What follows belongs to an exercise in optimizing a design on an open flow for small area; a production flow would make more cautious choices. The RTL was checked by simulation tests, not by an equivalence proof against the original design. Power figures rest on the tool's default switching activity, not on a simulated workload.

Setup of job 7074:
// vector_sequencer
module vector_sequencer #(
  parameter int unsigned QueueDepth = 2
) (
  input  logic                                     clk_i,
  input  logic                                     rst_ni,
  input  logic [20:0]                              req_i,
  input  logic                                     req_valid_i,
  output logic                                     req_ready_o,
  output logic [25:0]                              pe_req_o,
  output logic                                     pe_req_valid_o,
  input  logic [3:0]                               pe_req_ready_i,
  input  logic [15:0]                              pe_done_i,
  output logic [191:0]                             hazard_tbl_o,
  output logic [191:0]                             write_hazard_tbl_o,
  output logic                                     idle_o
);
==> flow/config.mk <==
export PLATFORM = sky130hd
export DESIGN_NAME = vector_sequencer
export DESIGN_NICKNAME = vector_sequencer
export VERILOG_FILES = /design/flow/design.v
export SDC_FILE = /design/flow/constraint.sdc
export NUM_CORES = 4
export LEC_CHECK = 0
export CAP_MARGIN = 20
export CORE_MARGIN = 2
export CORE_UTILIZATION = 40
export SLEW_MARGIN = 20
==> flow/constraint.sdc <==
create_clock -name core_clock -period 5.0 [get_ports {clk_i}]
set_input_delay 1.0000 -clock core_clock [delete_from_list [all_inputs] [get_ports {clk_i}]]
set_output_delay 1.0000 -clock core_clock [all_outputs]
set_load 0.01 [all_outputs]
run.sh (not shown) runs the stock make flow with config.mk's settings and CLKGATE_MAP_FILE= SYNTH_SCRIPT=/design/flow/synth_recipe.tcl, a recipe that flattens the netlist after the stock synthesis.
> inputs changed (job 7074 -> job 4088)
# job 7074
export LEC_CHECK = 0
export CAP_MARGIN = 20
export CORE_MARGIN = 2
export CORE_UTILIZATION = 40
export SLEW_MARGIN = 20
create_clock -name core_clock -period 5.0 [get_ports {clk_i}]
# job 4088
export LEC_CHECK = 0
export CAP_MARGIN = 20
export CORE_MARGIN = 2
export CORE_UTILIZATION = 60
export SLEW_MARGIN = 20
create_clock -name core_clock -period 5.0 [get_ports {clk_i}]
==> flow/flow/run.sh (new file) <==
#!/bin/bash
# The standard layout, with the smallest buffer on the ports and no dummy clock loads
export BUFFER_PORTS_ARGS="-buffer_cell sky130_fd_sc_hd__buf_1"
export CTS_ARGS="-sink_clustering_enable -repair_clock_nets -dont_use_dummy_load -sink_clustering_size 16 -sink_clustering_max_diameter 50 -buf_list sky130_fd_sc_hd__clkbuf_8"
bash standard.sh > standard.log 2>&1
==> flow/standard.sh (new file) <==
#!/bin/bash
# synth_recipe.tcl (not shown) runs the flow's synth.tcl, then flattens the netlist and writes it again
# the make line also repeats each setting of config.mk as NAME=value (left out here)
make -C /OpenROAD-flow-scripts/flow DESIGN_CONFIG=/design/flow/config.mk WORK_HOME=/design/flow/orfs CLKGATE_MAP_FILE= SYNTH_SCRIPT=/design/flow/synth_recipe.tcl "${@:-finish}"
removed: flow/run.sh
Notes after the runs:
On core region area, job 7074 loses to job 4088.
Looking at post-route worst hold slack, job 4088 sits 0.033 ns below job 7074.
According to the power report, total power for job 4088 is lower than for job 7074.
### job 4088 -> job 3624
# job 4088
export LEC_CHECK = 0
export CAP_MARGIN = 20
export CORE_MARGIN = 2
export CORE_UTILIZATION = 60
export SLEW_MARGIN = 20
create_clock -name core_clock -period 5.0 [get_ports {clk_i}]
# job 3624
export LEC_CHECK = 0
export CAP_MARGIN = 20
export CORE_MARGIN = 2
export CORE_UTILIZATION = 70
export SLEW_MARGIN = 20
create_clock -name core_clock -period 5.0 [get_ports {clk_i}]
diff --git a/flow/flow/run.sh b/flow/flow/run.sh
--- a/flow/flow/run.sh
+++ b/flow/flow/run.sh
@@ -2 +2,11 @@
-# The standard layout, with the smallest buffer on the ports and no dummy clock loads
+# The standard layout (standard.sh) with three changes:
+#  - synthesis maps logic with an area-oriented ABC script (flow/abc_area_deep.script) in place
+#    of ORFS's abc_speed.script; everything else in synthesis is unchanged, so the registers
+#    are the standard synthesis's
+#  - port buffers use the smallest buffer, sky130_fd_sc_hd__buf_1
+#  - CTS uses clkbuf_8 with smaller sink clusters and inserts no dummy clock loads
+set -euo pipefail
+HERE=$(pwd)
+rm -rf "$HERE/scripts_abc"
+cp -r "$FLOW_HOME/scripts" "$HERE/scripts_abc"
+cp "$HERE/flow/abc_area_deep.script" "$HERE/scripts_abc/abc_speed.script"
@@ -5 +15 @@
-bash standard.sh > standard.log 2>&1
+bash standard.sh SCRIPTS_DIR="$HERE/scripts_abc" finish > standard.log 2>&1
==> flow/flow/abc_area_deep.script (new file) <==
&get -n
&st
&deepsyn -T 30
&dch -f
&nf -R 1000 -p -F 8 -A 4
&put
--- outcome ---
Initial core utilization is lower on job 4088. The run showing the greater area inside the core boundary is job 4088. Higher share of synthesized area occupied by flip-flops and latches goes to job 3624 over job 4088. Combinational cell fraction of total power: higher on job 4088. The area after synthesis of job 3624 falls short of that of job 4088 by about 4.6%. Compare job 3624 and job 4088 | synthesized cell count lower: job 3624. Comparing job 3624 and job 4088, the lower site row count is on job 3624. Design area for job 3624 is lower than for job 4088. Number of antenna violations at the first check in global routing: job 3624 vs job 4088 up 2. Job 3624 against job 4088: average via count per standard cell went up by 10%; overall overflow remaining after global route was more or less identical.
Here is what was changed in the inputs of job 9400 compared with job 3624.
# job 3624
export LEC_CHECK = 0
export CAP_MARGIN = 20
export CORE_MARGIN = 2
export CORE_UTILIZATION = 70
export SLEW_MARGIN = 20
create_clock -name core_clock -period 5.0 [get_ports {clk_i}]
# job 9400
export LEC_CHECK = 0
export CAP_MARGIN = 20
export CORE_MARGIN = 2
export CORE_UTILIZATION = 70
export GPL_TIMING_DRIVEN = 0
export SLEW_MARGIN = 20
create_clock -name core_clock -period 5.0 [get_ports {clk_i}]
diff --git a/flow/flow/run.sh b/flow/flow/run.sh
--- a/flow/flow/run.sh
+++ b/flow/flow/run.sh
@@ -12,0 +13 @@
+export REMOVE_ABC_BUFFERS=1
@@ -14 +15 @@
-export CTS_ARGS="-sink_clustering_enable -repair_clock_nets -dont_use_dummy_load -sink_clustering_size 16 -sink_clustering_max_diameter 50 -buf_list sky130_fd_sc_hd__clkbuf_8"
+export CTS_ARGS="-sink_clustering_enable -repair_clock_nets -dont_use_dummy_load -sink_clustering_size 20 -sink_clustering_max_diameter 45 -buf_list sky130_fd_sc_hd__clkbuf_8"
Findings:
- Of the two values seen for worst-path cell with the longest stage delay, nor2_1 was produced by job 3624 and clkinv_1 by job 9400.
- Per the comparison of job 9400 with job 3624, signed area change from the synthesized netlist to the final layout moved down, insertion delay to the later sink of the worst-skew pair moved down.
- Looking at utilization, job 9400 sits below job 3624.
- Comparing job 3624 and job 9400, final routed wirelength across all metal layers is higher on job 9400.
- Cell area reported after detailed placement (job 9400 vs. job 3624) decreases slightly
- Number of multi-input combinational cells in the layout: job 3624 vs job 9400 identical
- Sort job 3624 and job 9400 by maximum achievable frequency, ascending, and job 9400 comes first.
- Stage delay of the slowest cell on the critical path was higher in job 9400 than in job 3624.
- Compared with job 3624, job 9400 shows a higher portion of the clock cycle consumed by the worst path in the final layout.
- Delta(worst-case setup margin in the final layout, job 9400 - job 3624) < 0

==> separate check: timing with driven ports <==
Ports are ideal in the flow. The routed layouts listed here were re-timed in OpenROAD. Step 1 assumes that a clkbuf_16 drives the clock port and a buf_2 every other input. Step 2 also shifts input and output timing later by t, the mid clock arrival at the registers, as if the neighbouring blocks saw the same clock. Three values: no drivers, after step 1, after step 2; two values: the first two.
run | t, ns | slack for setup (ns) | cell pins on the clock port's net
job 7074 | 0.577 | 0.911 / 0.884 / 0.884 | 1
job 4088 | 0.577 | 1.476 / 1.428 / 1.275 | 1
job 3624 | 0.635 | 1.317 / 1.343 / 0.708 | 1
job 9400 | 0.608 | 0.494 / 0.494 / 0.013 | 1
After both steps every run listed still meets setup and hold. For job 3624, which loses most, drivers alone change the setup slack by +0.026 ns; drivers and shift together by -0.609 ns.
